What follows belongs to an exercise in optimizing a design on an open flow for small area, a short achievable clock period and few clock cycles; a production flow would make more cautious choices. At most, simulation tests tie the RTL to the original design; equivalence was not proved. No functional check of the RTL was part of runs 1 to 3. Power is estimated from default activity; no workload was simulated.

[flow/design.v]
package adbq_pkg;
	localparam int unsigned RING_SLOTS_DEF = 8;
	localparam int unsigned MAX_REPLY_DEF  = 24;
	localparam int unsigned MODE_W      = 2;
	localparam int unsigned BYTE_W      = 8;
	localparam int unsigned OUTCOME_W   = 3;
	localparam int unsigned DATA_IDX_W  = 5;
	localparam int unsigned MIN_PACKET  = 3;
	localparam logic [BYTE_W-1:0] PACKET_TYPE_DATA = 8'h00;
	typedef enum logic [MODE_W-1:0] {
		MODE_BYTE  = 2'd0,
		MODE_ABORT = 2'd1,
		MODE_POP   = 2'd2,
		MODE_NOP   = 2'd3
	} mode_t;
	typedef enum logic [OUTCOME_W-1:0] {
		OC_QUEUED    = 3'd0,
		OC_IGNORED   = 3'd1,
		OC_DROPPED   = 3'd2,
		OC_PACKET    = 3'd3,
		OC_EMPTY     = 3'd4,
		OC_DISCARDED = 3'd5
	} outcome_t;
	typedef enum logic [1:0] {
		PH_ATTN = 2'd0,
		PH_RECV = 2'd1,
		PH_OVER = 2'd2
	} rx_phase_t;
	typedef enum logic [2:0] {
		S_IDLE,
		S_BYTE,
		S_JUDGE,
		S_POP,
		S_RD1,
		S_RD2,
		S_DATA
	} seq_state_t;
	typedef struct packed {
		logic byte_we;
		logic len_we;
	} store_ctl_t;
endpackage
import adbq_pkg::*;
module adbq_store #(
	parameter int unsigned RING_SLOTS = RING_SLOTS_DEF,
	parameter int unsigned MAX_REPLY  = MAX_REPLY_DEF,
	localparam int unsigned PTR_W  = $clog2(RING_SLOTS),
	localparam int unsigned SLOT_W = MAX_REPLY - 1,
	localparam int unsigned DATA_N = SLOT_W - 2,
	localparam int unsigned POS_W  = $clog2(DATA_N)
) (
	input  logic              clk,
	input  logic              arst_n,
	input  logic              we,
	input  logic [RING_SLOTS-1:0] wr_slot_oh,
	input  logic [1:0]        wr_kind,       
	input  logic [BYTE_W-1:0] wr_byte,
	input  logic [PTR_W-1:0]  q_slot,
	output logic [DATA_N-1:0] q_pos_oh,      
	output logic [POS_W-1:0]  q_pos,
	input  logic [RING_SLOTS-1:0] rd_slot_oh,
	input  logic [DATA_N-1:0]     rd_pos_oh,
	output logic [BYTE_W-1:0] rd_status,
	output logic [BYTE_W-1:0] rd_command,
	output logic [BYTE_W-1:0] rd_data
);
	logic [BYTE_W-1:0] ring   [RING_SLOTS][DATA_N];
	logic [BYTE_W-1:0] status [RING_SLOTS];
	logic [BYTE_W-1:0] cmd    [RING_SLOTS];
	logic [POS_W-1:0]  pos0   [RING_SLOTS];
	logic [BYTE_W-1:0] row    [RING_SLOTS];
	logic [RING_SLOTS-1:0] wq_slot_n;
	logic [1:0]            wq_kind;
	logic [BYTE_W-1:0]     wq_byte;
	always_ff @(posedge clk) begin
		for (int s = 0; s < RING_SLOTS; s++) begin
			wq_slot_n[s] <= !(we && wr_slot_oh[s]);
		end
		wq_kind <= wr_kind;
		wq_byte <= wr_byte;
	end
	always_ff @(posedge clk) begin
		for (int s = 0; s < RING_SLOTS; s++) begin
			ring[s][0] <= (!wq_slot_n[s] && wq_kind[1]) ? wq_byte : ring[s][DATA_N-1];
			for (int p = 1; p < DATA_N; p++) begin
				ring[s][p] <= ring[s][p-1];
			end
			if (!wq_slot_n[s] && wq_kind == 2'd0) begin
				status[s] <= wq_byte;
			end
			if (!wq_slot_n[s] && wq_kind == 2'd1) begin
				cmd[s] <= wq_byte;
			end
			if (!wq_slot_n[s] && wq_kind == 2'd2) begin
				pos0[s] <= POS_W'(1);
			end else begin
				pos0[s] <= (pos0[s] == POS_W'(DATA_N - 1)) ? '0 : pos0[s] + POS_W'(1);
			end
		end
	end
	always_comb begin
		q_pos = pos0[q_slot];
		for (int p = 0; p < DATA_N; p++) begin
			q_pos_oh[p] = (q_pos == POS_W'(p));
		end
	end
	always_comb begin
		rd_status  = '0;
		rd_command = '0;
		rd_data    = '0;
		for (int s = 0; s < RING_SLOTS; s++) begin
			row[s] = '0;
			for (int p = 0; p < DATA_N; p++) begin
				row[s] = row[s] | (ring[s][p] & {BYTE_W{rd_pos_oh[p]}});
			end
			rd_status  = rd_status  | (status[s] & {BYTE_W{rd_slot_oh[s]}});
			rd_command = rd_command | (cmd[s]    & {BYTE_W{rd_slot_oh[s]}});
			rd_data    = rd_data    | (row[s]    & {BYTE_W{rd_slot_oh[s]}});
		end
	end
endmodule
import adbq_pkg::*;
module adbq_seq #(
	parameter int unsigned RING_SLOTS = RING_SLOTS_DEF,
	parameter int unsigned MAX_REPLY  = MAX_REPLY_DEF,
	parameter int unsigned RQ_DEPTH   = 6,
	localparam int unsigned PTR_W  = $clog2(RING_SLOTS),
	localparam int unsigned SLOT_W = MAX_REPLY - 1,
	localparam int unsigned OFF_W  = $clog2(SLOT_W),
	localparam int unsigned LEN_W  = $clog2(MAX_REPLY),
	localparam int unsigned DATA_N = SLOT_W - 2,
	localparam int unsigned POS_W  = $clog2(DATA_N)
) (
	input  logic              clk,
	input  logic              arst_n,
	input  logic              deliver_enable,
	input  logic              item_valid,
	output logic              item_ready,
	input  logic [MODE_W-1:0] item_mode,
	input  logic [BYTE_W-1:0] item_link_byte,
	input  logic              item_end_of_packet,
	output logic                  result_valid,
	input  logic                  result_ready,
	output logic [OUTCOME_W-1:0]  result_outcome,
	output logic [BYTE_W-1:0]     result_status_flags,
	output logic [BYTE_W-1:0]     result_echoed_command,
	output logic [BYTE_W-1:0]     result_data_byte,
	output logic [DATA_IDX_W-1:0] result_data_index,
	output logic                  result_has_data,
	output logic                  result_last,
	output logic              wr_en,
	output logic [RING_SLOTS-1:0] wr_slot_oh,
	output logic [1:0]        wr_kind,
	output logic [BYTE_W-1:0] wr_byte,
	output logic [PTR_W-1:0]  q_slot,
	input  logic [DATA_N-1:0] q_pos_oh,
	input  logic [POS_W-1:0]  q_pos,
	output logic [RING_SLOTS-1:0] rd_slot_oh,
	output logic [DATA_N-1:0]     rd_pos_oh,
	input  logic [BYTE_W-1:0] rd_status,
	input  logic [BYTE_W-1:0] rd_command,
	input  logic [BYTE_W-1:0] rd_data
);
	localparam int unsigned CNT_W = $clog2(MAX_REPLY + 1);
	localparam int unsigned RQ_W  = $clog2(RQ_DEPTH);
	localparam int unsigned ITEM_W = MODE_W + BYTE_W + 1;
	function automatic logic [PTR_W-1:0] ring_next(input logic [PTR_W-1:0] i);
		ring_next = (i == PTR_W'(RING_SLOTS - 1)) ? '0 : i + PTR_W'(1);
	endfunction
	logic              rdy_q, in_v, sk_v;
	logic [ITEM_W-1:0] in_d, sk_d, item_d;
	logic              take, consume, in_free;
	assign item_d  = {item_mode, item_link_byte, item_end_of_packet};
	assign take    = item_valid && rdy_q;
	assign in_free = !in_v || consume;
	assign item_ready = rdy_q;
	always_ff @(posedge clk or negedge arst_n) begin
		if (!arst_n) begin
			in_v  <= 1'b0;
			sk_v  <= 1'b0;
			rdy_q <= 1'b0;
		end else begin
			if (in_free) begin
				in_v  <= sk_v || take;
				sk_v  <= 1'b0;
				rdy_q <= 1'b1;
			end else begin
				sk_v  <= sk_v || take;
				rdy_q <= !(sk_v || take);
			end
		end
	end
	always_ff @(posedge clk) begin
		if (rdy_q) begin
			sk_d <= item_d;
		end
		if (in_free) begin
			in_d <= sk_v ? sk_d : item_d;
		end
	end
	logic [MODE_W-1:0] in_mode;
	logic [BYTE_W-1:0] in_byte;
	logic              in_eop;
	assign {in_mode, in_byte, in_eop} = in_d;
	adbq_pkg::rx_phase_t phase_q;
	logic [CNT_W-1:0]  count_q;
	logic              type0_q;
	logic [PTR_W-1:0]  head_q;
	logic [RING_SLOTS-1:0] tail_oh;    
	logic [PTR_W-1:0]  occ_q;          
	logic [RING_SLOTS-1:0] busy_q, busy_set, busy_clr;
	logic              has_mem [RING_SLOTS];
	logic [LEN_W-1:0]  li_mem  [RING_SLOTS];
	logic is_byte, is_abort, is_pop, owes, stores, st_cmd, data, judging, judge_ok, stall;
	logic empty, full, pend_v, aligned, busy_wait, cmd_safe, data_safe;
	logic [POS_W-1:0] al_q, al_d;
	logic [CNT_W-1:0] count_d;
	adbq_pkg::rx_phase_t phase_d;
	logic f_recv, f_over, f_nz, f_eq1, f_eq2, f_eq3, f_ge2, f_ge3, f_alz;
	logic [OUTCOME_W-1:0] pend_oc;
	logic [LEN_W-1:0] judge_nd, judge_li;
	logic [OUTCOME_W-1:0] judge_oc;
	logic [RQ_DEPTH-1:0][3:0] rq_q;
	logic [RQ_DEPTH-1:0] rq_v;
	logic            rq_full, rq_push, rq_pop;
	logic [3:0]      rq_in, rq_head;
	assign is_byte  = (in_mode == MODE_BYTE);
	assign is_abort = (in_mode == MODE_ABORT);
	assign is_pop   = (in_mode == MODE_POP);
	assign owes     = (is_byte && in_eop) || is_abort || is_pop;
	assign stores   = is_byte && f_recv && f_nz;
	assign st_cmd   = stores && !f_ge3;
	assign data     = stores && f_ge3;
	assign aligned   = f_eq3 || f_alz;
	assign busy_wait = (|(busy_q & tail_oh)) && ((data && !data_safe) || (st_cmd && !cmd_safe));
	assign stall    = pend_v || (is_pop && rq_full) || busy_wait || (data && !aligned);
	assign consume  = in_v && !stall;
	assign judging  = consume && ((is_byte && in_eop) || is_abort);
	assign empty = (occ_q == '0);
	assign full  = (occ_q == PTR_W'(RING_SLOTS - 1));
	always_comb begin
		if (is_byte) begin
			judge_ok = ((f_recv && f_ge2) || f_over) && type0_q;
			judge_nd = f_over ? LEN_W'(SLOT_W - 2) : LEN_W'(count_q - CNT_W'(MIN_PACKET - 1));
		end else begin
			judge_ok = f_ge3 && type0_q;
			judge_nd = LEN_W'(count_q - CNT_W'(MIN_PACKET));
		end
		judge_li = (judge_nd != '0) ? judge_nd - LEN_W'(1) : '0;
		if (!judge_ok) begin
			judge_oc = OC_IGNORED;
		end else if (full) begin
			judge_oc = OC_DROPPED;
		end else begin
			judge_oc = OC_QUEUED;
		end
	end
	always_comb begin
		if (pend_v) begin
			rq_in = {1'b0, pend_oc};
		end else if (is_pop) begin
			if (empty) begin
				rq_in = {1'b0, OC_EMPTY};
			end else if (!deliver_enable) begin
				rq_in = {1'b0, OC_DISCARDED};
			end else begin
				rq_in = {1'b1, 3'(head_q)};
			end
		end else begin
			rq_in = {1'b0, judge_oc};
		end
	end
	assign rq_push  = pend_v ? !rq_full : (consume && owes && !rq_full);
	assign busy_set = (consume && is_pop && !empty && deliver_enable) ?
		(RING_SLOTS'(1) << head_q) : '0;
	assign wr_en   = consume && stores;
	assign wr_slot_oh = tail_oh;
	assign wr_kind = f_eq1 ? 2'd0 : f_eq2 ? 2'd1 : f_eq3 ? 2'd2 : 2'd3;
	always_comb begin
		phase_d = phase_q;
		count_d = count_q;
		if (consume) begin
			if (is_byte) begin
				if (f_recv) begin
					count_d = count_q + CNT_W'(1);
					if (count_q == CNT_W'(MAX_REPLY - 1)) begin
						phase_d = PH_OVER;
					end
				end else if (!f_over) begin
					phase_d = PH_RECV;
					count_d = '0;
				end
			end
			if (judging) begin
				phase_d = PH_ATTN;
				count_d = '0;
			end
		end
		if (consume && data) begin
			al_d = '0;
		end else begin
			al_d = (al_q == POS_W'(DATA_N - 1)) ? '0 : al_q + POS_W'(1);
		end
	end
	assign wr_byte = in_byte;
	always_ff @(posedge clk or negedge arst_n) begin
		if (!arst_n) begin
			phase_q <= PH_ATTN;
			count_q <= '0;
			type0_q <= 1'b0;
			head_q  <= '0;
			tail_oh <= RING_SLOTS'(1);
			occ_q   <= '0;
			busy_q  <= '0;
			pend_v  <= 1'b0;
			al_q    <= '0;
			{f_recv, f_over, f_nz, f_eq1, f_eq2, f_eq3, f_ge2, f_ge3} <= '0;
			f_alz   <= 1'b1;
		end else begin
			al_q    <= al_d;
			f_alz   <= (al_d == '0);
			phase_q <= phase_d;
			count_q <= count_d;
			f_recv  <= (phase_d == PH_RECV);
			f_over  <= (phase_d == PH_OVER);
			f_nz    <= (count_d != '0);
			f_eq1   <= (count_d == CNT_W'(1));
			f_eq2   <= (count_d == CNT_W'(2));
			f_eq3   <= (count_d == CNT_W'(3));
			f_ge2   <= (count_d >= CNT_W'(2));
			f_ge3   <= (count_d >= CNT_W'(3));
			if (pend_v) begin
				pend_v <= rq_full;
			end else if (judging && rq_full) begin
				pend_v <= 1'b1;
			end
			busy_q <= (busy_q & ~busy_clr) | busy_set;
			if (consume) begin
				if (is_byte && f_recv && !f_nz) begin
					type0_q <= (in_byte == PACKET_TYPE_DATA);
				end
				if (judging) begin
					if (judge_oc == OC_QUEUED) begin
						tail_oh <= {tail_oh[RING_SLOTS-2:0], tail_oh[RING_SLOTS-1]};
						occ_q   <= occ_q + PTR_W'(1);
					end
				end
				if (is_pop && !empty) begin
					head_q <= ring_next(head_q);
					occ_q  <= occ_q - PTR_W'(1);
				end
			end
		end
	end
	always_ff @(posedge clk) begin
		for (int i = 0; i < RING_SLOTS; i++) begin
			if (judging && judge_oc == OC_QUEUED && tail_oh[i]) begin
				has_mem[i] <= (judge_nd != '0);
				li_mem[i]  <= judge_li;
			end
		end
		if (judging) begin
			pend_oc <= judge_oc;
		end
	end
	assign rq_full = rq_v[RQ_DEPTH-1];
	assign rq_head = rq_q[0];
	always_ff @(posedge clk or negedge arst_n) begin
		if (!arst_n) begin
			rq_v <= '0;
		end else if (rq_push && !rq_pop) begin
			rq_v <= {rq_v[RQ_DEPTH-2:0], 1'b1};
		end else if (rq_pop && !rq_push) begin
			rq_v <= {1'b0, rq_v[RQ_DEPTH-1:1]};
		end
	end
	always_ff @(posedge clk) begin
		for (int i = 0; i < RQ_DEPTH; i++) begin
			if (rq_pop) begin
				if (rq_push && rq_v[i] && (i == RQ_DEPTH - 1 || !rq_v[i + 1])) begin
					rq_q[i] <= rq_in;
				end else if (i < RQ_DEPTH - 1) begin
					rq_q[i] <= rq_q[i + 1];
				end
			end else if (rq_push && !rq_v[i] && (i == 0 || rq_v[i - 1])) begin
				rq_q[i] <= rq_in;
			end
		end
	end
	logic                  c_v, c_rep, c_done, c_has;
	logic [OUTCOME_W-1:0]  c_code;
	logic [PTR_W-1:0]      c_slot;
	logic [RING_SLOTS-1:0] c_slot_oh;
	logic [POS_W-1:0]      c_pos, c_pos_nx;
	logic [DATA_N-1:0]     c_tsel, c_tsel_nx;
	localparam logic [DATA_N-1:0] TAPS = DATA_N'(21'h11111);
	logic                  c_at, c_at_rot;
	logic [LEN_W-1:0]      c_idx, c_li, q_li;
	logic                  c_end;      
	logic                  q_has;
	logic [POS_W-1:0]      c_vict, c_vict_nx;
	logic                  c_safe;
	logic                  load_ok, emit, c_last, c_fin, c_load;
	logic                  res_valid_q;
	logic [OUTCOME_W-1:0]  res_outcome_q;
	logic [BYTE_W-1:0]     res_status_q, res_cmd_q, res_data_q;
	logic [DATA_IDX_W-1:0] res_index_q;
	logic                  res_has_q, res_last_q;
	assign load_ok    = !res_valid_q || result_ready;
	assign emit       = c_v && load_ok && c_at;
	assign c_pos_nx   = (c_pos == POS_W'(DATA_N - 1)) ? '0 : c_pos + POS_W'(1);
	always_comb begin
		for (int p = 0; p < DATA_N; p++) begin
			c_tsel_nx[p] = TAPS[p] && (c_pos_nx == POS_W'(p));
		end
	end
	assign c_at_rot   = |c_tsel_nx;
	assign c_last     = !c_rep || c_end;
	assign c_fin      = emit && c_last;
	assign c_load     = (!c_v || c_fin) && rq_v[0];
	assign rq_pop     = c_load;
	assign rd_slot_oh = c_slot_oh;
	assign rd_pos_oh  = c_tsel;
	assign q_slot     = PTR_W'(rq_head[2:0]);
	assign q_has      = has_mem[PTR_W'(rq_head[2:0])];
	assign q_li       = li_mem[PTR_W'(rq_head[2:0])];
	assign busy_clr   = (c_fin && c_rep) ? c_slot_oh : '0;
	assign cmd_safe  = c_v && c_rep && c_done && (|(c_slot_oh & tail_oh));
	assign data_safe = c_v && c_rep && c_safe && (|(c_slot_oh & tail_oh));
	always_ff @(posedge clk or negedge arst_n) begin
		if (!arst_n) begin
			c_v         <= 1'b0;
			res_valid_q <= 1'b0;
		end else begin
			if (c_load) begin
				c_v <= 1'b1;
			end else if (c_fin) begin
				c_v <= 1'b0;
			end
			if (emit) begin
				res_valid_q <= 1'b1;
			end else if (result_ready) begin
				res_valid_q <= 1'b0;
			end
		end
	end
	assign c_vict_nx = (c_vict == POS_W'(DATA_N - 1)) ? '0 : c_vict + POS_W'(1);
	always_ff @(posedge clk) begin
		if (c_load) begin
			c_vict <= (q_pos >= POS_W'(DATA_N - 2)) ? q_pos - POS_W'(DATA_N - 2) : q_pos + POS_W'(2);
			c_safe <= 1'b0;
		end else begin
			c_vict <= c_vict_nx;
			c_safe <= (LEN_W'(c_vict_nx) < c_idx) || !c_has || (LEN_W'(c_vict_nx) > c_li);
		end
		if (c_load) begin
			c_rep     <= rq_head[3];
			c_code    <= rq_head[2:0];
			c_slot    <= PTR_W'(rq_head[2:0]);
			c_slot_oh <= RING_SLOTS'(1) << rq_head[2:0];
			c_idx     <= '0;
			c_done    <= 1'b0;
			c_has     <= q_has;
			c_li      <= q_li;
			c_end     <= (q_li == '0);
			c_pos     <= q_pos;
			c_tsel    <= q_has ? (q_pos_oh & TAPS) : '0;
			c_at      <= !rq_head[3] || !q_has || (|(q_pos_oh & TAPS));
		end else if (emit) begin
			c_idx     <= c_idx + LEN_W'(1);
			c_end     <= (c_idx + LEN_W'(1) == c_li);
			c_done    <= 1'b1;
		end else begin
			c_pos     <= c_pos_nx;
			c_tsel    <= c_has ? c_tsel_nx : '0;
			c_at      <= !c_rep || !c_has || c_at_rot;
		end
		if (emit) begin
			if (c_rep) begin
				res_outcome_q <= OC_PACKET;
				if (!c_done) begin
					res_status_q <= rd_status;
					res_cmd_q    <= rd_command;
				end
				res_data_q  <= rd_data;
				res_index_q <= DATA_IDX_W'(c_idx);
				res_has_q   <= c_has;
				res_last_q  <= c_last;
			end else begin
				res_outcome_q <= c_code;
				res_status_q  <= '0;
				res_cmd_q     <= '0;
				res_data_q    <= '0;
				res_index_q   <= '0;
				res_has_q     <= 1'b0;
				res_last_q    <= 1'b1;
			end
		end
	end
	assign result_valid          = res_valid_q;
	assign result_outcome        = res_outcome_q;
	assign result_status_flags   = res_status_q;
	assign result_echoed_command = res_cmd_q;
	assign result_data_byte      = res_data_q;
	assign result_data_index     = res_index_q;
	assign result_has_data       = res_has_q;
	assign result_last           = res_last_q;
endmodule
import adbq_pkg::*;
module adb_packet_receive_queue_top #(
	parameter int unsigned RING_SLOTS = RING_SLOTS_DEF,
	parameter int unsigned MAX_REPLY  = MAX_REPLY_DEF
) (
	input  logic          clk,
	input  logic          arst_n,
	input  logic          cfg_we,
	input  logic          cfg_wdata,
	input  logic                  item_valid,
	output logic                  item_ready,
	input  logic [MODE_W-1:0]     item_mode,
	input  logic [BYTE_W-1:0]     item_link_byte,
	input  logic                  item_end_of_packet,
	output logic                  result_valid,
	input  logic                  result_ready,
	output logic [OUTCOME_W-1:0]  result_outcome,
	output logic [BYTE_W-1:0]     result_status_flags,
	output logic [BYTE_W-1:0]     result_echoed_command,
	output logic [BYTE_W-1:0]     result_data_byte,
	output logic [DATA_IDX_W-1:0] result_data_index,
	output logic                  result_has_data,
	output logic                  result_last
);
	localparam int unsigned PTR_W  = $clog2(RING_SLOTS);
	localparam int unsigned SLOT_W = MAX_REPLY - 1;
	localparam int unsigned OFF_W  = $clog2(SLOT_W);
	logic              deliver_enable_q;
	logic              wr_en;
	logic [PTR_W-1:0]  q_slot;
	logic [RING_SLOTS-1:0] wr_slot_oh;
	logic [1:0]        wr_kind;
	logic [$clog2(SLOT_W-2)-1:0] q_pos;
	logic [RING_SLOTS-1:0] rd_slot_oh;
	logic [SLOT_W-3:0] rd_pos_oh, q_pos_oh;
	logic [BYTE_W-1:0] wr_byte, rd_status, rd_command, rd_data;
	always_ff @(posedge clk or negedge arst_n) begin
		if (!arst_n) begin
			deliver_enable_q <= 1'b0;
		end else if (cfg_we) begin
			deliver_enable_q <= cfg_wdata;
		end
	end
	adbq_seq #(
		.RING_SLOTS (RING_SLOTS),
		.MAX_REPLY  (MAX_REPLY)
	) u_seq (
		.clk            (clk),
		.arst_n         (arst_n),
		.deliver_enable (deliver_enable_q),
		.item_valid            (item_valid),
		.item_ready            (item_ready),
		.item_mode             (item_mode),
		.item_link_byte        (item_link_byte),
		.item_end_of_packet    (item_end_of_packet),
		.result_valid          (result_valid),
		.result_ready          (result_ready),
		.result_outcome        (result_outcome),
		.result_status_flags   (result_status_flags),
		.result_echoed_command (result_echoed_command),
		.result_data_byte      (result_data_byte),
		.result_data_index     (result_data_index),
		.result_has_data       (result_has_data),
		.result_last           (result_last),
		.wr_en      (wr_en),
		.wr_slot_oh (wr_slot_oh),
		.wr_kind    (wr_kind),
		.wr_byte    (wr_byte),
		.q_slot     (q_slot),
		.q_pos_oh   (q_pos_oh),
		.q_pos      (q_pos),
		.rd_slot_oh (rd_slot_oh),
		.rd_pos_oh  (rd_pos_oh),
		.rd_status  (rd_status),
		.rd_command (rd_command),
		.rd_data    (rd_data)
	);
	adbq_store #(
		.RING_SLOTS (RING_SLOTS),
		.MAX_REPLY  (MAX_REPLY)
	) u_store (
		.clk        (clk),
		.arst_n     (arst_n),
		.we         (wr_en),
		.wr_slot_oh (wr_slot_oh),
		.wr_kind    (wr_kind),
		.wr_byte    (wr_byte),
		.q_slot     (q_slot),
		.q_pos_oh   (q_pos_oh),
		.q_pos      (q_pos),
		.rd_slot_oh (rd_slot_oh),
		.rd_pos_oh  (rd_pos_oh),
		.rd_status  (rd_status),
		.rd_command (rd_command),
		.rd_data    (rd_data)
	);
endmodule
[flow/config.mk]
export PLATFORM = sky130hd
export DESIGN_NAME = adb_packet_receive_queue_top
export DESIGN_NICKNAME = adb_packet_receive_queue_top
export VERILOG_FILES = /design/flow/design.v
export SDC_FILE = /design/flow/constraint.sdc
export NUM_CORES = 4
export LEC_CHECK = 0
export CAP_MARGIN = 0
export CORE_MARGIN = 2
export CORE_UTILIZATION = 65
export CTS_BUF_LIST = sky130_fd_sc_hd__clkbuf_8
export CTS_CLUSTER_DIAMETER = 45
export CTS_CLUSTER_SIZE = 20
export SETUP_SLACK_MARGIN = 4.3
export SLEW_MARGIN = 0
[flow/constraint.sdc]
create_clock -name core_clock -period 7.0 [get_ports {clk}]
set_input_delay 1.4000 -clock core_clock [delete_from_list [all_inputs] [get_ports {clk}]]
set_output_delay 1.4000 -clock core_clock [all_outputs]
set_load 0.01 [all_outputs]
[flow/run.sh]
#!/bin/bash
# synth_recipe.tcl (not shown) runs the flow's synth.tcl, then flattens the netlist and writes it again
# the make line also repeats each setting of config.mk as NAME=value (left out here)
make -C /OpenROAD-flow-scripts/flow DESIGN_CONFIG=/design/flow/config.mk WORK_HOME=/design/flow/orfs CLKGATE_MAP_FILE= SYNTH_SCRIPT=/design/flow/synth_recipe.tcl finish
==> summary.txt, run 1 <==
Status
  • Status: finished clean

Synth
  • Post-synth cell types: 79
  • Post-synthesis sequential area ratio: 0.818
  • Async SR Flop Fraction: 0.0324
  • Mean Syn Cell Area: 15.6 sq um
  • Register bit total from synthesis: 1759
  • Syn Nets: 3083
  • Yosys warns: 12
  • Syn Std Cell Area: 0.0469 sq mm
  • Post-synthesis cell count: 3017
  • Post-synth EDFFs: 288
  • Main synth FF type: dfxtp_1

Power and ir drop
  • Logic gate share of total power: 0.123
  • Seq pwr share: 0.567
  • Max VDD drop: 0.258 mV
  • Psw: 5.22 mW
  • Pleak: 20.5 nW
  • Pwr/cell area: 371 mW/mm^2
  • Switching Share: 0.271
  • Clock share of power: 0.310
  • Pint: 14.1 mW

CTS
  • Clock buffer depth: 3
  • Worst-Skew Late Latency: 0.83 ns
  • Post-cts hold buffer count: 0
  • CTS tree: built
  • CTS H-tree lvls: 4
  • CTS clock-pin slew for the worst setup and hold paths: 0.11 ns
  • Num CTS Buffers: 139
  • Clock root cell: clkbuf_8
  • Clock Sinks: 1759

STA
  • Final Cycle Share: 0.422
  • Slew margin rel.: 0.237
  • Final hold vios: 0
  • Setup TNS Final: 0 ns
  • Max Clk Rate: 0.339 GHz
  • Hold WS: 0.315 ns
  • Clk_skew: 0.0520 ns
  • Worst Tran Pin Value: 1.14 ns
  • RSZ-0062 raised after global routing: yes
  • Setup-failing EPs final: 0
  • Crit path time final: 2.95 ns
  • Final slew viol count: 0

Worst setup path
  • CP Cell Sequence: buf_2
  • CP delay by family, top: flip-flops
  • Setup Crit Path Kind: flip-flop to output pin
  • Crit path required time: 5.60 ns
  • Buffers & Inverters on Critical Path: 1
  • CP max FO: 1
  • Crit path DAT: 1.55 ns
  • Slowest-stage cell, CP: edfxtp_1
  • Critical path startpoint category: flip-flop
  • Max stage delay on crit path: 0.54 ns
  • Critical path endpoint category: output pin

Die
  • Height of the die: 273 microns
  • Die footprint: 0.0744 sq mm
  • Initial Util: 0.656
  • Site Rows: 98
  • IO Pins: 53
  • Die width: 273 microns
  • Core Box Area: 0.0715 sq mm

Final layout
  • Nets: 3243
  • Most frequent cells in the layout: dfxtp_1 (1414), edfxtp_1 (288), a22oi_1 (169), clkbuf_8 (156), nand2_1 (146)
  • Layout cells sized above 1: 0.156
  • Leading cell type in the layout, fill and taps excluded: dfxtp_1
  • Area growth syn-to-layout: 10.9%

Routing
  • Avg Vias per Cell: 5.56
  • DRC errors left: 0
  • Final ANT Viol Nets: 0
  • Number of detailed-route iterations in the first pass: 5
  • Avg WL per Cell: 22.0 microns
  • Iteration-0 DRC Markers: 1859
  • DRT Wirelength: 93200 microns
  • DR vias: 23543

GRT
  • Overall Global Routing Usage: 0.250
  • Vias in the first global route: 23654
  • Largest net degree at the start of global routing: 58
  • Initial antenna violation count: 4
  • First-pass GRT wire length: 141000 microns
  • Total grt overflow: 0

Place
  • Detail Placement HPWL: 53700 microns
  • Number of buffer cells added on primary ports: 52
  • Routability congestion estimate: 0.889

Hold path
  • Hold Crit Class: flip-flop to flip-flop

Run
  • Max Cap Viol: 0
==> logic make-up (layout without fill, tap and decap cells) <==
logic type / Yosys count / after routing / share of synthesized area
buffers and inverters: 171 / 433 / 0.0146
DFF: 1759 / 1759 / 0.818
xor gates and xnor gates: 50 / 50 / 0.00933
muxes: 129 / 129 / 0.0308
and+or+nand+nor: 420 / 421 / 0.0425
other: 0 / 1 / 0
adders and majority gates: 49 / 49 / 0.0132
AOI/OAI and AO/OA: 439 / 439 / 0.0716
==> power groups by stage <==
stage	clock network, mW	registers [mW]	logic, mW
3_3_place_gp	0	11.2	2.11
2_1_floorplan	0	11.1	1.36
6_report	5.97	10.9	2.37
3_5_place_dp	0	11.2	2.16
5_1_grt	6.46	11.0	2.54
4_1_cts	6.07	10.9	2.21
==> per-layer routing <==
metal	vias to the layer above	wire, microns	global-route usage
met3	159	5150	0.0413
met4	2	2370	0.0800
li1	10904	-	-
met1	11745	42800	0.359
met2	733	42900	0.394
met5	-	7	0
==> path summary, 6_finish.rpt <==
check	end	slack, ns	startpoint	cells after the start
worst min register to register	u_store.ring[120][1]	0.31	u_store.ring[119][1]	0
worst max-delay path	result_status_flags[5]	4.05	u_seq.res_status_q[5]	1
worst max register to register	u_seq.tail_oh[6]	4.30	u_seq.c_slot_oh[4]	10
max in group asynchronous	u_seq.rdy_q	5.72	arst_n	2
worst min-delay path	u_store.ring[120][1]	0.31	u_store.ring[119][1]	0
min in group asynchronous	deliver_enable_q	0.74	arst_n	2
==> registers in the layout, indices dropped and copies added, names as in the netlist, 11 cells and up <==
signal / cells
u_store.ring: 1344
u_seq.sk_d: 11
u_seq.li_mem: 40
u_store.cmd: 64
u_seq.rq_q: 24
u_seq.in_d: 11
u_store.pos0: 40
u_store.status: 64
==> final cells by class <==
class / count / area, sq um
Fill cell: 4551 / 19500
Clock buffer: 156 / 2150
Clock inverter: 88 / 980
Inverter: 72 / 297
Timing Repair Buffer: 117 / 977
Tap cell: 950 / 1190
Multi-Input combinational cell: 1088 / 8050
Antenna cell: 1 / 2.50
Sequential cell: 1759 / 38400
==> Yosys cell counts (all sizes together), types with 4 or more instances <==
cell | number | area, sq um
nor2b | 10 | 62.6
dfrtp | 55 | 1380
a21o | 5 | 37.5
nor2 | 113 | 424
or2 | 12 | 75.1
a211oi | 6 | 50.1
mux2 | 105 | 1180
nand3 | 41 | 205
nor3b | 6 | 55.1
nand4b | 10 | 87.6
o21a | 5 | 37.5
edfxtp | 288 | 8650
o32a | 4 | 40.0
clkbuf | 64 | 240
a22o | 20 | 175
nand2b | 21 | 131
xor2 | 25 | 219
and2 | 14 | 87.6
nor3 | 18 | 100
nand2 | 150 | 568
a21oi | 25 | 133
dfxtp | 1414 | 28300
a31oi | 5 | 46.3
ha | 48 | 601
o31ai | 6 | 55.1
buf | 35 | 175
inv | 71 | 267
o22ai | 8 | 50.1
a41oi | 25 | 219
a222oi | 64 | 641
xnor2 | 25 | 219
o21ai | 70 | 354
a221oi | 5 | 43.8
and3 | 6 | 37.5
mux2i | 22 | 220
a22oi | 169 | 1270
==> through the flow <==
step / instances / utilization / cell area, sq um / power, mW / worst slack (ns)
2_1_floorplan: 3017 / - / 47000 / 12.4 / 4.19
3_3_place_gp: 3951 / 0.678 / 48500 / 13.3 / 2.37
3_5_place_dp: 3951 / 0.678 / 48500 / 13.3 / 2.23
4_1_cts: 4212 / 0.723 / 51700 / 19.2 / 4.01
5_1_grt: 4231 / 0.728 / 52000 / 20.0 / 4.02
6_report: 4231 / 0.728 / 52000 / 19.3 / 4.05
==> repair_timing <==
action | 4_1_cts | 5_1_grt
pin swaps | 4 | 7
gates cloned | 1 | 3
buffers inserted | 16 | 15
gates resized for setup | 181 | 32
endpoints found under the setup margin | 262 | 134
==> run 2: changes to the inputs <==
--- a/flow/config.mk
+++ b/flow/config.mk
@@ -11,5 +11,5 @@
 export CTS_BUF_LIST = sky130_fd_sc_hd__clkbuf_8
 export CTS_CLUSTER_DIAMETER = 45
 export CTS_CLUSTER_SIZE = 20
-export SETUP_SLACK_MARGIN = 4.3
+export SETUP_SLACK_MARGIN = 4.1
 export SLEW_MARGIN = 0
==> run 2 against run 1 <==
Combinational power is 7% lower. Count of clock-buffer cells in the layout grew 3. Register-to-register slack got worse by 0.15 ns. Clock power decreased by 2%. Critical path depth is the same. Fmax grew 1.9%. Synthesized cell count is the same. Still clean. Worst hold slack got worse by 0.026 ns. First-iteration DRC count is 11% higher. Clock skew decreased by 0.0039 ns. Via count is 1.8% lower. Sequential share of layout area increased by 0.55 points.
==> summary.txt, run 2 <==
Synth
  • Post-synth cell types: 79 (unchanged)
  • Syn Nets: 3083 (unchanged)
  • Synth area leader: dfxtp_1
  • Async SR Flop Fraction: 0.0324 (unchanged)
  • Main synth FF type: dfxtp_1
  • Post-synthesis cell count: 3017 (unchanged)
  • Mean Syn Cell Area: 15.6 sq um (unchanged)
  • Synth area leaders: dfxtp_1 (60%), edfxtp_1 (18%), dfrtp_1 (2.9%), a22oi_1 (2.7%), mux2_2 (2.5%)
  • Post-synthesis sequential area ratio: 0.818 (unchanged)
  • Post-synth top cells: dfxtp_1 (1414), edfxtp_1 (288), a22oi_1 (169)
  • Register bit total from synthesis: 1759 (unchanged)
  • Cell with the most instances after synthesis: dfxtp_1
  • Share of Yosys cell area claimed by the top area cell type: 0.603 (unchanged)
  • Syn Std Cell Area: 0.0469 sq mm (unchanged)
  • Post-synth EDFFs: 288 (unchanged)
  • Yosys warns: 12 (unchanged)

Routing
  • Iteration-0 DRC Markers: 2070 (+11%)
  • Final ANT Viol Nets: 0 (unchanged)
  • DRT Wirelength: 92600 microns (-0.59%)
  • DRC errors left: 0 (unchanged)
  • Avg WL per Cell: 22.0 microns (about the same)
  • Avg Vias per Cell: 5.49 (-1.3%)
  • Number of detailed-route iterations in the first pass: 6 (+1)
  • DR vias: 23119 (-1.8%)

Final layout
  • Top Registers: u_store.ring: 1344 flops, u_store.cmd: 64 flops, u_store.status: 64 flops
  • Fillcell total: 4672 (+2.7%)
  • Layout cells sized above 1: 0.142 (-0.0149)
  • Area growth syn-to-layout: 10.0%
  • Reg area: 0.0384 sq mm (unchanged)
  • Leading cell type in the layout, fill and taps excluded: dfxtp_1
  • Area of the multi-input gates: 0.00792 sq mm (-1.5%)
  • Largest register FFs: 1344 (unchanged)
  • Biggest register: u_store.ring
  • Final instance area: 0.0516 sq mm (-0.73%)
  • Nets: 3219 (-0.74%)
  • Most frequent cells in the layout: dfxtp_1 (1414), edfxtp_1 (288), a22oi_1 (169), clkbuf_8 (159), nand2_1 (146)

Worst setup path
  • Buffers & Inverters on Critical Path: 1 (unchanged)
  • Crit path required time: 5.60 ns (about the same)
  • CP Cell Sequence: buf_2
  • Critical path startpoint category: flip-flop
  • Critical path endpoint category: output pin
  • Setup Crit Path Kind: flip-flop to output pin
  • Max stage delay on crit path: 0.52 ns (-0.02 ns)
  • Crit path DAT: 1.50 ns (-0.05 ns)
  • R2R Path Start: u_seq.rq_q[1]
  • CP delay by family, top: flip-flops
  • Worst Setup SP: u_seq.res_status_q[5]
  • CP max FO: 1 (unchanged)
  • Slowest-stage cell, CP: edfxtp_1

Hold path
  • Hold Startpoint: u_store.ring[137][0]
  • Hold Crit Class: flip-flop to flip-flop

Run
  • Max Cap Viol: 0 (unchanged)

GRT
  • Overall Global Routing Usage: 0.252 (+0.00181)
  • Vias in the first global route: 23511 (-0.60%)
  • Total grt overflow: 0 (unchanged)
  • Initial antenna violation count: 2 (-2)
  • Largest net degree at the start of global routing: 65 (+12%)
  • First-pass GRT wire length: 140000 microns (-0.35%)

CTS
  • Clock root cell: clkbuf_8
  • Num CTS Buffers: 136 (-2.2%)
  • CTS clock-pin slew for the worst setup and hold paths: 0.10 ns (about the same)
  • Worst-Skew Late Latency: 0.82 ns (about the same)
  • Clock Sinks: 1759 (unchanged)
  • Clock buffer depth: 3 (unchanged)
  • Post-cts hold buffer count: 0 (unchanged)
  • CTS tree: built
  • CTS H-tree lvls: 4 (unchanged)

Place
  • Placed cell area: 0.0485 sq mm (about the same)
  • Number of buffer cells added on primary ports: 52 (unchanged)
  • Routability congestion estimate: 0.862 (-3.1%)
  • Detail Placement HPWL: 53600 microns (about the same)

STA
  • Hold WS: 0.289 ns (-0.0260 ns)
  • Final slew viol count: 0 (unchanged)
  • Clk_skew: 0.0480 ns (-0.00394 ns)
  • Slew margin rel.: 0.198 (-0.0388)
  • RSZ-0062 raised after global routing: yes
  • Crit path time final: 2.90 ns (-0.0537 ns)
  • Setup TNS Final: 0 ns (unchanged)
  • Setup-failing EPs final: 0 (unchanged)
  • Final hold vios: 0 (unchanged)
  • Final Cycle Share: 0.414 (-0.00767)
  • Max Clk Rate: 0.345 GHz (+1.9%)
  • Worst Tran Pin Value: 1.20 ns (+0.0581 ns)

Die
  • Die width: 273 microns (unchanged)
  • IO Pins: 53 (unchanged)
  • Initial Util: 0.656 (unchanged)
  • Core Box Area: 0.0715 sq mm (unchanged)
  • Die footprint: 0.0744 sq mm (unchanged)
  • Height of the die: 273 microns (unchanged)
  • Site Rows: 98 (unchanged)

Power and ir drop
  • Pwr/cell area: 368 mW/mm^2 (-0.79%)
  • Max VDD drop: 0.254 mV (-1.6%)
  • Pleak: 20.3 nW (-1.2%)

Status
  • Status: finished clean
## run 2: cell counts after synthesis
No cell type changed its count.
## run 2: area by class of cell
cell class | count | area share
timing repair buffer | 96 | 0.0156
inverter | 72 | 0.00557
antenna | 1 | 0.0000485
clock buffer | 159 | 0.0424
clock inverter | 83 | 0.0167
multi-input combinational | 1088 | 0.153
tap | 950 | 0.0230
sequential | 1759 | 0.743
## run 2: logic make-up after synthesis
family	count (synthesis)	synth area share
buffers and inverters	171	0.0146
XOR/XNOR	50	0.00933
AND/OR/NAND/NOR	420	0.0425
adder cells (fa/ha/maj)	49	0.0132
AO/OA/AOI/OAI	439	0.0716
flip-flops	1759	0.818
multiplexers	129	0.0308
## run 2: worst paths after layout
| path | to | slack [ns] | cells after the start |
|---|---|---|---|
| min in group asynchronous | u_seq.rq_v[3] | 0.75 | 2 |
| max | result_status_flags[5] | 4.10 | 1 |
| max in group asynchronous | u_seq.rdy_q | 5.73 | 2 |
| min | u_store.ring[138][0] | 0.29 | 0 |
| min reg2reg | u_store.ring[138][0] | 0.29 | 0 |
| max reg2reg | u_seq.c_vict[2] | 4.15 | 12 |
## run 2: metal layers
metal	share of wire	global-route usage	wire length, microns
met4	0.022	0.0810	2070
met1	0.45	0.358	42000
met2	0.46	0.395	43000
met5	0	0	0
met3	0.060	0.0493	5580
## run 2: where the power goes
group	internal, mW	switching (mW)	leakage, nW
sequential	10.7	0.291	14.9
clock	2.54	3.29	1.56
combinational	0.706	1.50	3.84
## run 2: what timing repair did
action | 4_1_cts | 5_1_grt
resized for setup | 138 | 18
pin swaps | 2 | 3
cloned | 1 | 0
setup endpoints to repair | 206 | 89
buffers inserted | 11 | 5
## run 2: through the flow
stage / instances / utilization / power (mW) / worst slack [ns]
3_3_place_gp: 3948 / 0.678 / 13.3 / 2.39
6_report: 4208 / 0.722 / 19.0 / 4.10
4_1_cts: 4202 / 0.721 / 19.1 / 4.04
2_1_floorplan: 3017 / - / 12.4 / 4.11
5_1_grt: 4208 / 0.722 / 19.7 / 4.04
3_5_place_dp: 3948 / 0.678 / 13.3 / 2.29
==> run 3: changes to the inputs <==
--- a/flow/config.mk
+++ b/flow/config.mk
@@ -7,9 +7,9 @@
 export LEC_CHECK = 0
 export CAP_MARGIN = 0
 export CORE_MARGIN = 2
-export CORE_UTILIZATION = 65
+export CORE_UTILIZATION = 60
 export CTS_BUF_LIST = sky130_fd_sc_hd__clkbuf_8
-export CTS_CLUSTER_DIAMETER = 45
-export CTS_CLUSTER_SIZE = 20
-export SETUP_SLACK_MARGIN = 4.1
+export CTS_CLUSTER_DIAMETER = 40
+export CTS_CLUSTER_SIZE = 18
+export SETUP_SLACK_MARGIN = 4.2
 export SLEW_MARGIN = 0
==> run 3 against run 2 <==
Clock power is 6.0% higher. Cell count rose by 3.0%. Die area is 8.2% higher. Worst setup slack got worse by 0.022 ns. Area after synthesis is the same. Combinational power rose by 5%. Count of clock-buffer cells in the layout rose by 5. Non-clock buffer count rose by 9. Register-to-register slack improved by 0.14 ns.
==> summary.txt, run 3 <==
Status
  • Status: finished clean

CTS
  • Worst-Skew Late Latency: 0.81 ns (about the same)
  • CTS H-tree lvls: 4 (unchanged)
  • Clock buffer depth: 3 (unchanged)
  • Clock Sinks: 1759 (unchanged)
  • CTS clock-pin slew for the worst setup and hold paths: 0.10 ns (about the same)
  • Post-cts hold buffer count: 0 (unchanged)
  • CTS tree: built
  • Num CTS Buffers: 153 (+13%)
  • Clock root cell: clkbuf_8

Final layout
  • Most frequent cells in the layout: dfxtp_1 (1414), edfxtp_1 (288), a22oi_1 (169), clkbuf_8 (164), nand2_1 (146)
  • Top Registers: u_store.ring: 1344 flops, u_store.cmd: 64 flops, u_store.status: 64 flops
  • Leading cell type in the layout, fill and taps excluded: dfxtp_1
  • Area growth syn-to-layout: 11.2%
  • Nets: 3245 (+0.81%)
  • Layout cells sized above 1: 0.155 (+0.0139)
  • Biggest register: u_store.ring
  • Largest register FFs: 1344 (unchanged)

Synth
  • Post-synth top cells: dfxtp_1 (1414), edfxtp_1 (288), a22oi_1 (169)
  • Yosys warns: 12 (unchanged)
  • Register bit total from synthesis: 1759 (unchanged)
  • Post-synthesis sequential area ratio: 0.818 (unchanged)
  • Main synth FF type: dfxtp_1
  • Synth Area in XOR/XNOR: 0.00933 (unchanged)
  • Async SR Flop Fraction: 0.0324 (unchanged)
  • Post-synth cell types: 79 (unchanged)
  • Largest family of logic cells by synthesized area: compound AO/OA/AOI/OAI gates
  • Share of Yosys cell area claimed by the top area cell type: 0.603 (unchanged)
  • Compound-Gate Fraction of Synth Area: 0.0716 (unchanged)
  • Syn Nets: 3083 (unchanged)
  • Mean Syn Cell Area: 15.6 sq um (unchanged)
  • Syn Std Cell Area: 0.0469 sq mm (unchanged)
  • Synth area leader: dfxtp_1
  • Post-synthesis cell count: 3017 (unchanged)
  • Post-synth EDFFs: 288 (unchanged)
  • Synth area leaders: dfxtp_1 (60%), edfxtp_1 (18%), dfrtp_1 (2.9%), a22oi_1 (2.7%), mux2_2 (2.5%)
  • Synth Area in Adders: 0.0132 (unchanged)
  • Mux cell area share after synthesis: 0.0308 (unchanged)
  • Post-synthesis simple-gate area fraction: 0.0425 (unchanged)
  • Cell with the most instances after synthesis: dfxtp_1

Routing
  • DR vias: 23315 (+0.85%)
  • Met2 routed WL: 42000 microns (-2.3%)
  • Avg WL per Cell: 21.4 microns (-3.0%)
  • Iteration-0 DRC Markers: 2039 (-1.5%)
  • Avg Vias per Cell: 5.38 (-2.1%)
  • Top Metal Used: met4
  • DRT Wirelength: 92600 microns (about the same)
  • Number of detailed-route iterations in the first pass: 8 (+2)
  • Final ANT Viol Nets: 0 (unchanged)
  • DRC errors left: 0 (unchanged)
  • WL met1: 43400 microns (+3.3%)
  • Routed wl met3: 5190 microns (-6.9%)

STA
  • RSZ-0062 raised after global routing: yes
  • Setup TNS Final: 0 ns (unchanged)
  • Final hold vios: 0 (unchanged)
  • Crit path time final: 2.92 ns (+0.0223 ns)
  • Final Cycle Share: 0.417 (+0.00319)
  • Setup-failing EPs final: 0 (unchanged)
  • Final slew viol count: 0 (unchanged)
  • Slew margin rel.: 0.203 (+0.00502)
  • Clk_skew: 0.0453 ns (-0.00277 ns)
  • Max Clk Rate: 0.342 GHz (-0.76%)
  • Worst Tran Pin Value: 1.19 ns (-0.00752 ns)
  • Hold WS: 0.298 ns (+0.00892 ns)

Worst setup path
  • Slowest-stage cell, CP: edfxtp_1
  • Crit path DAT: 1.52 ns (+0.02 ns)
  • Critical path startpoint category: flip-flop
  • CP delay by family, top: flip-flops
  • CP max FO: 1 (unchanged)
  • Setup Crit Path Kind: flip-flop to output pin
  • Critical path endpoint category: output pin
  • CP Cell Sequence: buf_2
  • Max stage delay on crit path: 0.51 ns (about the same)
  • R2R Setup Slk: 4.29 ns (+0.14 ns)
  • Crit path required time: 5.60 ns (about the same)
  • Buffers & Inverters on Critical Path: 1 (unchanged)

GRT
  • Largest net degree at the start of global routing: 58 (-11%)
  • Total grt overflow: 0 (unchanged)
  • Initial antenna violation count: 3 (+1)
  • Overall Global Routing Usage: 0.231 (-0.0206)
  • First-pass GRT wire length: 142000 microns (+1.3%)
  • Vias in the first global route: 23896 (+1.6%)

Power and ir drop
  • Logic gate share of total power: 0.119 (+0.003)
  • Seq pwr share: 0.563 (-0.014)
  • Switching Share: 0.269 (+0.000892)
  • Pleak: 20.6 nW (+1.4%)
  • Clock share of power: 0.318 (+0.011)
  • Pint: 14.2 mW (+2.2%)
  • Max VDD drop: 0.261 mV (+2.5%)
  • Design Power: 19.4 mW (+2.3%)
  • Psw: 5.22 mW (+2.6%)
  • Pwr/cell area: 372 mW/mm^2 (+1.2%)

Die
  • Die width: 284 microns (+4.0%)
  • Core Box Area: 0.0775 sq mm (+8.4%)
  • IO Pins: 53 (unchanged)
  • Height of the die: 284 microns (+4.0%)
  • Site Rows: 102 (+4.1%)
  • Die footprint: 0.0805 sq mm (+8.2%)
  • Initial Util: 0.606 (-0.0507)

Place
  • Number of buffer cells added on primary ports: 52 (unchanged)
  • Detail Placement HPWL: 53200 microns (-0.81%)
  • Routability congestion estimate: 0.834 (-3.2%)

Run
  • Max Cap Viol: 0 (unchanged)

Hold path
  • Hold Crit Class: flip-flop to flip-flop
[run 3: cell counts after synthesis]
No cell type changed its count.
[run 3: metal layers]
metal / up-vias / global-route usage
met2: 674 / 0.356
met1: 11560 / 0.333
met3: 158 / 0.0430
met5: - / 0
li1: 10923 / -
met4: 0 / 0.0775
[run 3: worst reg2reg max path, stage by stage, from the launching register on]
cell and delay [ns]:
edfxtp_1 0.35, buf_4 0.40, buf_4 0.73, a222oi_1 0.27, nand2_1 0.14, a22oi_1 0.10
a41oi_1 0.48
[run 3: metrics by stage]
| step | std cells | utilization | area, sq um | setup slack [ns] |
|---|---|---|---|---|
| final | 4335 | 0.674 | 52200 | 4.08 |
| after global routing | 4335 | 0.674 | 52200 | 4.02 |
| after CTS | 4320 | 0.671 | 52000 | 3.99 |
| after detailed placement | 4036 | 0.627 | 48600 | 2.33 |
| after global placement | 4036 | 0.627 | 48600 | 2.44 |
| after floorplan | 3017 | - | 47000 | 4.21 |
[run 3: final cells by class]
type | instances | area (sq um)
Tap cell | 1040 | 1300
Clock inverter | 106 | 1090
Inverter | 72 | 303
Timing Repair Buffer | 105 | 851
Multi-Input combinational cell | 1088 | 8010
Antenna cell | 1 | 2.50
Fill cell | 5477 | 25300
Sequential cell | 1759 | 38400
Clock buffer | 164 | 2260
[run 3: path summary, 6_finish.rpt]
check                                     start              endpoint  cells after the start
max                         u_seq.res_data_q[4]   result_data_byte[4]                      1
min reg2reg                u_store.ring[119][0]  u_store.ring[120][0]                      0
max reg2reg                     u_seq.c_tsel[4]   u_seq.res_data_q[5]                      6
min                        u_store.ring[119][0]  u_store.ring[120][0]                      0
max in group asynchronous                arst_n           u_seq.rdy_q                      2
min in group asynchronous                arst_n     u_seq.res_valid_q                      2
[run 3: kinds of logic after synthesis]
family	count (synthesis)
compound gates	439
xor+xnor	50
fa+ha+maj	49
buf+inv	171
flops	1759
mux	129
simple gates	420
[run 3: what timing repair did]
item,in CTS,in global routing
setup endpoints to repair,247,109
resized for setup,180,29
cloned,0,1
pin swaps,3,3
buffers inserted,14,13
[run 3: power by group through the flow]
stage          logic, mW  clock network, mW  registers (mW)
5_1_grt             2.49               6.74            11.0
2_1_floorplan       1.34                  0            11.1
4_1_cts             2.19               6.34            11.0
6_report            2.31               6.18            10.9
3_5_place_dp        2.16                  0            11.2
3_3_place_gp        2.10                  0            11.2
==> run 4: changes to the inputs <==
--- a/flow/design.v
+++ b/flow/design.v
@@ -402,10 +402,12 @@
 	logic                  c_safe;
 	logic                  load_ok, emit, c_last, c_fin, c_load;
 	logic                  res_valid_q;
-	logic [OUTCOME_W-1:0]  res_outcome_q;
-	logic [BYTE_W-1:0]     res_status_q, res_cmd_q, res_data_q;
-	logic [DATA_IDX_W-1:0] res_index_q;
-	logic                  res_has_q, res_last_q;
+	localparam int unsigned RES_W = OUTCOME_W + 3 * BYTE_W + DATA_IDX_W + 2;
+	logic [RES_W-1:0]      res_new, res_hold_q, res_out_q;
+	logic [OUTCOME_W-1:0]  hold_outcome;
+	logic [BYTE_W-1:0]     hold_status, hold_cmd, hold_data;
+	logic [DATA_IDX_W-1:0] hold_index;
+	logic                  hold_has, hold_last;
 	assign load_ok    = !res_valid_q || result_ready;
 	assign emit       = c_v && load_ok && c_at;
 	assign c_pos_nx   = (c_pos == POS_W'(DATA_N - 1)) ? '0 : c_pos + POS_W'(1);
@@ -476,35 +478,23 @@
 			c_at      <= !c_rep || !c_has || c_at_rot;
 		end
 		if (emit) begin
-			if (c_rep) begin
-				res_outcome_q <= OC_PACKET;
-				if (!c_done) begin
-					res_status_q <= rd_status;
-					res_cmd_q    <= rd_command;
-				end
-				res_data_q  <= rd_data;
-				res_index_q <= DATA_IDX_W'(c_idx);
-				res_has_q   <= c_has;
-				res_last_q  <= c_last;
-			end else begin
-				res_outcome_q <= c_code;
-				res_status_q  <= '0;
-				res_cmd_q     <= '0;
-				res_data_q    <= '0;
-				res_index_q   <= '0;
-				res_has_q     <= 1'b0;
-				res_last_q    <= 1'b1;
-			end
+			res_hold_q <= res_new;
+		end
+		res_out_q <= (res_new & {RES_W{emit}}) | (res_hold_q & {RES_W{!emit}});
+	end
+	assign {hold_outcome, hold_status, hold_cmd, hold_data, hold_index, hold_has, hold_last} =
+		res_hold_q;
+	always_comb begin
+		if (c_rep) begin
+			res_new = {OC_PACKET, c_done ? hold_status : rd_status, c_done ? hold_cmd : rd_command,
+				rd_data, DATA_IDX_W'(c_idx), c_has, c_last};
+		end else begin
+			res_new = {c_code, {(3 * BYTE_W + DATA_IDX_W + 1){1'b0}}, 1'b1};
 		end
 	end
 	assign result_valid          = res_valid_q;
-	assign result_outcome        = res_outcome_q;
-	assign result_status_flags   = res_status_q;
-	assign result_echoed_command = res_cmd_q;
-	assign result_data_byte      = res_data_q;
-	assign result_data_index     = res_index_q;
-	assign result_has_data       = res_has_q;
-	assign result_last           = res_last_q;
+	assign {result_outcome, result_status_flags, result_echoed_command, result_data_byte,
+		result_data_index, result_has_data, result_last} = res_out_q;
 endmodule
 import adbq_pkg::*;
 module adb_packet_receive_queue_top #(
--- a/flow/config.mk
+++ b/flow/config.mk
@@ -7,9 +7,9 @@
 export LEC_CHECK = 0
 export CAP_MARGIN = 0
 export CORE_MARGIN = 2
-export CORE_UTILIZATION = 60
+export CORE_UTILIZATION = 65
 export CTS_BUF_LIST = sky130_fd_sc_hd__clkbuf_8
-export CTS_CLUSTER_DIAMETER = 40
-export CTS_CLUSTER_SIZE = 18
-export SETUP_SLACK_MARGIN = 4.2
+export CTS_CLUSTER_DIAMETER = 45
+export CTS_CLUSTER_SIZE = 20
+export SETUP_SLACK_MARGIN = 4.5
 export SLEW_MARGIN = 0
==> run 4 against run 3 <==
Worst hold slack improved by 0.0079 ns. Design area rose by 3.9%. Critical path depth did not move. Fmax increased by 4.9%. Combinational power increased by 32%. Worst setup slack improved by 0.14 ns.
==> summary.txt, run 4 <==
GRT
  • First-pass GRT wire length: 147000 microns (+3.7%)
  • Largest net degree at the start of global routing: 58 (unchanged)
  • Overall Global Routing Usage: 0.253 (+0.0214)
  • Total grt overflow: 0 (unchanged)
  • Initial antenna violation count: 4 (+1)
  • Vias in the first global route: 24906 (+4.2%)

Place
  • Detail Placement HPWL: 56200 microns (+5.7%)
  • Number of buffer cells added on primary ports: 52 (unchanged)
  • Routability congestion estimate: 0.865 (+3.7%)

Synth
  • Post-synthesis sequential area ratio: 0.810 (-0.00817)
  • Syn Nets: 3239 (+5.1%)
  • Main synth FF type: dfxtp_1
  • Post-synthesis cell count: 3173 (+5.2%)
  • Mean Syn Cell Area: 15.2 sq um (-2.3%)
  • Post-synth top cells: dfxtp_1 (1448), edfxtp_1 (288), nand2_1 (227)
  • Post-synth EDFFs: 288 (unchanged)
  • Synth area leaders: dfxtp_1 (60%), edfxtp_1 (18%), dfrtp_1 (2.9%), mux2_2 (2.6%), nand2_1 (1.8%)
  • Cell with the most instances after synthesis: dfxtp_1
  • Register bit total from synthesis: 1793 (+1.9%)
  • Syn Std Cell Area: 0.0482 sq mm (+2.8%)
  • Share of Yosys cell area claimed by the top area cell type: 0.601 (-0.00232)
  • Post-synth cell types: 79 (unchanged)
  • Async SR Flop Fraction: 0.0318 (-0.000614)
  • Synth area leader: dfxtp_1
  • Yosys warns: 12 (unchanged)

Final layout
  • Fillcell total: 4571 (-17%)
  • Leading cell type in the layout, fill and taps excluded: dfxtp_1
  • Area of the multi-input gates: 0.00901 sq mm (+13%)
  • Reg area: 0.0391 sq mm (+2.0%)
  • Nets: 3421 (+5.4%)
  • Most frequent cells in the layout: dfxtp_1 (1418), edfxtp_1 (288), nand2_1 (222), clkbuf_8 (143), mux2_2 (110)
  • Largest register FFs: 1344 (unchanged)
  • Biggest register: u_store.ring
  • Area growth syn-to-layout: 12.4%
  • Layout cells sized above 1: 0.181 (+0.0258)
  • Top Registers: u_store.ring: 1344 flops, u_store.cmd: 64 flops, u_store.status: 64 flops

Die
  • Die footprint: 0.0764 sq mm (-5.0%)
  • Site Rows: 99 (-2.9%)
  • Initial Util: 0.659 (+0.0532)
  • Die width: 276 microns (-2.6%)
  • IO Pins: 53 (unchanged)
  • Core Box Area: 0.0732 sq mm (-5.5%)
  • Height of the die: 276 microns (-2.6%)

Worst setup path
  • Crit path required time: 5.60 ns (about the same)
  • Reg-to-reg endpoint: u_seq.c_tsel[4]
  • CP max FO: 2 (+1)
  • Crit path DAT: 1.39 ns (-0.13 ns)
  • Reg2reg path depth: 11 (+5)
  • CP Cell Sequence: buf_6
  • R2R Path Start: u_seq.rq_q[2]
  • Buffers & Inverters on Critical Path: 1 (unchanged)
  • Max stage delay on crit path: 0.45 ns (-0.06 ns)
  • R2R Setup Slk: 4.40 ns (+0.11 ns)
  • Critical path endpoint category: output pin
  • Critical path startpoint category: flip-flop
  • Setup Crit Path Kind: flip-flop to output pin
  • CP delay by family, top: flip-flops
  • Slowest-stage cell, CP: dfrtp_2

CTS
  • Worst-Skew Late Latency: 0.83 ns (+0.02 ns)
  • CTS H-tree lvls: 4 (unchanged)
  • CTS tree: built
  • Num CTS Buffers: 133 (-13%)
  • Clock root cell: clkbuf_8
  • CTS clock-pin slew for the worst setup and hold paths: 0.11 ns (about the same)
  • Clock buffer depth: 3 (unchanged)
  • Clock Sinks: 1793 (+1.9%)

Hold path
  • Hold Startpoint: u_store.ring[80][6]
  • Hold path depth: 0 (unchanged)
  • Hold EP: u_store.ring[81][6]
  • Hold Crit Class: flip-flop to flip-flop

Routing
  • Avg Vias per Cell: 5.62 (+4.5%)
  • Number of detailed-route iterations in the first pass: 8 (unchanged)
  • DRC errors left: 0 (unchanged)
  • Final ANT Viol Nets: 0 (unchanged)
  • Avg WL per Cell: 22.7 microns (+6.1%)
  • Iteration-0 DRC Markers: 2387 (+17%)
  • DRT Wirelength: 99800 microns (+7.8%)
  • DR vias: 24739 (+6.1%)

STA
  • Max Clk Rate: 0.359 GHz (+4.9%)
  • Slew margin rel.: 0.214 (+0.0111)
  • Setup TNS Final: 0 ns (unchanged)
  • Crit path time final: 2.79 ns (-0.137 ns)
  • Worst Tran Pin Value: 1.18 ns (-0.0150 ns)
  • Final hold vios: 0 (unchanged)
  • Final slew viol count: 0 (unchanged)
  • Clk_skew: 0.0607 ns (+0.0154 ns)
  • RSZ-0062 raised after global routing: yes
  • Final Cycle Share: 0.398 (-0.0196)
  • Setup-failing EPs final: 0 (unchanged)
  • Hold WS: 0.306 ns (+0.00786 ns)

Power and ir drop
  • Max VDD drop: 0.247 mV (-5.4%)
  • Pleak: 21.4 nW (+4.2%)
  • Pwr/cell area: 369 mW/mm^2 (-0.96%)

Status
  • Status: finished clean

Run
  • Max Cap Viol: 0 (unchanged)
==> run 4: cell types whose count changed in the layout (fill, tap and decap cells not counted), moves of 16 or more <==
cell and delta:
nand2_1 +76, a22oi_1 -63, buf_6 +33, buf_2 -24
buf_4 +24, a31oi_1 +21, clkbuf_8 -21, a41oi_1 -17
dfxtp_4 +17, a222oi_1 +16
==> run 4: worst max-delay path by stage <==
stage	start	end	slack (ns)	cells after the start
floorplan	result_ready	u_seq.rq_v[1]	4.24	9
global placement	result_ready	u_seq.c_tsel[4]	2.89	7
detailed placement	result_ready	u_seq.c_pos[3]	2.84	7
CTS	u_seq.rdy_q	item_ready	4.14	1
global route	u_seq.rdy_q	item_ready	4.14	1
finish	u_seq.rdy_q	item_ready	4.21	1
==> run 4: what timing repair did <==
item	CTS	global route
gates resized for setup	310	112
hold buffers	0	0
pin swaps	16	29
gates cloned	4	9
buffers inserted	32	33
setup endpoints to repair	337	238
==> run 4: through the flow <==
| step | std cells | worst slack, ns | instance area, sq um | util | power, mW |
|---|---|---|---|---|---|
| 2_1_floorplan | 3173 | 4.24 | 48400 | - | 12.8 |
| 3_3_place_gp | 4101 | 2.89 | 49800 | 0.680 | 13.8 |
| 3_5_place_dp | 4101 | 2.84 | 49800 | 0.680 | 13.9 |
| 4_1_cts | 4360 | 4.14 | 53400 | 0.729 | 19.7 |
| 5_1_grt | 4403 | 4.14 | 54200 | 0.741 | 20.7 |
| 6_report | 4403 | 4.21 | 54200 | 0.741 | 20.0 |
==> run 4: cells by family (layout without fill, tap and decap cells) <==
kind of cell,after synthesis,after routing,synth area share
AO/OA/AOI/OAI,446,447,0.0710
XOR/XNOR,50,50,0.00908
adder cells (fa/ha/maj),49,49,0.0129
buffers and inverters,191,459,0.0160
flip-flops,1793,1793,0.810
multiplexers,141,141,0.0336
other,0,1,0
AND/OR/NAND/NOR,503,504,0.0478
==> run 4: report_power, final <==
part	total (mW)	internal [mW]	switching, mW	leakage, nW
combinational	3.06	1.17	1.90	4.75
clock	5.66	2.40	3.26	1.49
sequential	11.3	11.0	0.327	15.2
==> run 4: metal layers <==
| layer | up-vias | global-route usage | share of wire |
|---|---|---|---|
| met5 | - | 0 | 0 |
| met4 | 0 | 0.0902 | 0.031 |
| met3 | 181 | 0.0479 | 0.067 |
| met2 | 825 | 0.397 | 0.46 |
| met1 | 12261 | 0.355 | 0.44 |
| li1 | 11472 | - | - |
==> run 4: final cells by class <==
cell class                      count  area share
Clock inverter                     80      0.0158
Timing Repair Buffer              158      0.0316
Clock buffer                      143      0.0363
Tap cell                          959      0.0221
Multi-Input combinational cell   1191       0.166
Sequential cell                  1793       0.722
Inverter                           76     0.00602
Timing Repair inverter              2    0.000346
Antenna cell                        1   0.0000461
Testbench counts of run 4, summed over its fixed seeds: cycles 23,510.
==> run 5: changes to the inputs <==
--- a/flow/config.mk
+++ b/flow/config.mk
@@ -11,5 +11,5 @@
 export CTS_BUF_LIST = sky130_fd_sc_hd__clkbuf_8
 export CTS_CLUSTER_DIAMETER = 45
 export CTS_CLUSTER_SIZE = 20
-export SETUP_SLACK_MARGIN = 4.5
+export SETUP_SLACK_MARGIN = 4.4
 export SLEW_MARGIN = 0
==> run 5 against run 4 <==
Core utilization decreased by 1.1 points. Register-to-register slack better by 0.03 ns. Via count is 0.86% lower. Clock skew shrank 0.0075 ns. Sequential share of layout area is 1.1 points higher. Critical path type unchanged. Highest routed layer unchanged.
==> summary.txt, run 5 <==
Status
  • Status: finished clean

Worst setup path
  • Crit path required time: 5.60 ns (about the same)
  • CP delay by family, top: flip-flops
  • CP max FO: 2 (unchanged)
  • Slowest-stage cell, CP: dfrtp_2
  • Setup Crit Path Kind: flip-flop to output pin
  • Critical path endpoint category: output pin
  • Crit path DAT: 1.38 ns (about the same)
  • CP Cell Sequence: buf_6
  • Critical path startpoint category: flip-flop
  • Max stage delay on crit path: 0.45 ns (about the same)
  • Buffers & Inverters on Critical Path: 1 (unchanged)

STA
  • Final Cycle Share: 0.398 (-0.000407)
  • Max Clk Rate: 0.359 GHz (+0.10%)
  • Final slew viol count: 0 (unchanged)
  • Crit path time final: 2.78 ns (-0.00285 ns)
  • RSZ-0062 raised after global routing: yes
  • Worst Tran Pin Value: 1.18 ns (+0.00116 ns)
  • Final hold vios: 0 (unchanged)
  • Setup TNS Final: 0 ns (unchanged)

Final layout
  • Leading cell type in the layout, fill and taps excluded: dfxtp_1
  • Nets: 3387 (-0.99%)
  • Area growth syn-to-layout: 10.8%
  • Final instance area: 0.0535 sq mm (-1.4%)
  • Largest register FFs: 1344 (unchanged)
  • Layout cells sized above 1: 0.160 (-0.0212)
  • Non-filler cells, final: 4371 (-0.73%)

Power and ir drop
  • Max VDD drop: 0.326 mV (+32%)
  • Logic gate share of total power: 0.139 (-0.014)
  • Psw: 5.39 mW (-1.6%)
  • Clock share of power: 0.290 (+0.007)
  • Pleak: 21.1 nW (-1.3%)
  • Pwr/cell area: 369 mW/mm^2 (+0.17%)
  • Pint: 14.4 mW (-1.1%)

CTS
  • CTS tree: built
  • Clock root cell: clkbuf_8
  • CTS H-tree lvls: 4 (unchanged)
  • Worst-Skew Late Latency: 0.82 ns (about the same)
  • Num CTS Buffers: 136 (+2.3%)

Routing
  • Number of detailed-route iterations in the first pass: 6 (-2)
  • Iteration-0 DRC Markers: 2080 (-13%)
  • Avg Vias per Cell: 5.61 (-0.13%)
  • DRT Wirelength: 95900 microns (-3.9%)
  • Final ANT Viol Nets: 0 (unchanged)
  • Avg WL per Cell: 21.9 microns (-3.2%)

Synth
  • Async SR Flop Fraction: 0.0318 (unchanged)
  • Post-synth cell types: 79 (unchanged)
  • Syn Std Cell Area: 0.0482 sq mm (unchanged)
  • Syn Nets: 3239 (unchanged)
  • Synth area leaders: dfxtp_1 (60%), edfxtp_1 (18%), dfrtp_1 (2.9%), mux2_2 (2.6%), nand2_1 (1.8%)
  • Mean Syn Cell Area: 15.2 sq um (unchanged)
  • Share of Yosys cell area claimed by the top area cell type: 0.601 (unchanged)
  • Post-synth EDFFs: 288 (unchanged)
  • Synth area leader: dfxtp_1
  • Register bit total from synthesis: 1793 (unchanged)
  • Post-synthesis sequential area ratio: 0.810 (unchanged)
  • Cell with the most instances after synthesis: dfxtp_1

GRT
  • Initial antenna violation count: 4 (unchanged)
  • Overall Global Routing Usage: 0.251 (-0.00220)
  • Largest net degree at the start of global routing: 72 (+24%)
  • Vias in the first global route: 24725 (-0.73%)
  • First-pass GRT wire length: 146000 microns (-0.88%)

Die
  • Core Box Area: 0.0732 sq mm (unchanged)
  • Die footprint: 0.0764 sq mm (unchanged)
  • Die width: 276 microns (unchanged)
  • Initial Util: 0.659 (unchanged)
  • Height of the die: 276 microns (unchanged)

Place
  • Routability congestion estimate: 0.868 (+0.29%)
  • Detail Placement HPWL: 56900 microns (+1.2%)
  • DP Cell Count: 4101 (unchanged)
  • Number of buffer cells added on primary ports: 52 (unchanged)
## run 5: layout make-up
class	instances	area, sq um
diodes	1	2.50
clock buffers	147	2020
clock inverters	81	857
fillers	4713	19700
inverters	76	293
multi-input cells	1189	8680
flip-flops and latches	1793	39100
well taps	959	1200
repair buffers	124	1250
repair inverters	1	7.51
## run 5: path summary, 6_finish.rpt
| path | from | endpoint | slack, ns | cells past startpoint |
|---|---|---|---|---|
| min in group asynchronous | arst_n | u_seq.rq_v[3] | 0.71 | 2 |
| max reg2reg | u_seq.rq_q[2] | u_seq.c_vict[2] | 4.43 | 11 |
| max | u_seq.res_valid_q | result_valid | 4.22 | 1 |
| min reg2reg | u_store.ring[116][7] | u_store.ring[117][7] | 0.31 | 0 |
| max in group asynchronous | arst_n | u_seq.rdy_q | 5.70 | 2 |
| min | u_store.ring[116][7] | u_store.ring[117][7] | 0.31 | 0 |
## run 5: power by group through the flow
stage          registers, mW  clock network [mW]  logic, mW
4_1_cts                 11.3                5.84       2.63
2_1_floorplan           11.3                   0       1.49
5_1_grt                 11.3                6.21       2.94
3_3_place_gp            11.5                   0       2.35
3_5_place_dp            11.5                   0       2.41
6_report                11.3                5.73       2.75
## run 5: what timing repair did
item,in CTS,in global routing
setup buffers,20,18
gates resized for setup,265,49
hold endpoints to repair,0,0
setup endpoints to repair,325,210
hold buffers,0,0
gates cloned,3,0
pin swaps,3,16
## run 5: metal layers
| layer | GRT usage | wire length [microns] | up-vias |
|---|---|---|---|
| met5 | 0 | 0 | - |
| met4 | 0.0862 | 2480 | 0 |
| met3 | 0.0426 | 5840 | 140 |
| met2 | 0.389 | 43800 | 740 |
| met1 | 0.361 | 43800 | 12248 |
| li1 | - | - | 11399 |
## run 5: through the flow
step	power, mW	setup slack [ns]	utilization	hold slack [ns]
floorplan	12.8	4.24	-	0.310
global placement	13.8	2.99	0.680	0.310
detailed placement	13.9	2.97	0.680	0.312
CTS	19.7	4.16	0.726	0.310
global route	20.5	4.17	0.730	0.319
finish	19.7	4.22	0.730	0.309
## run 5: cells by family after synthesis
family                     Yosys count  synth area share
AOI/OAI and AO/OA                  446            0.0710
xor gates and xnor gates            50           0.00908
adders and majority gates           49            0.0129
buffers and inverters              191            0.0160
DFF                               1793             0.810
muxes                              141            0.0336
and+or+nand+nor                    503            0.0478
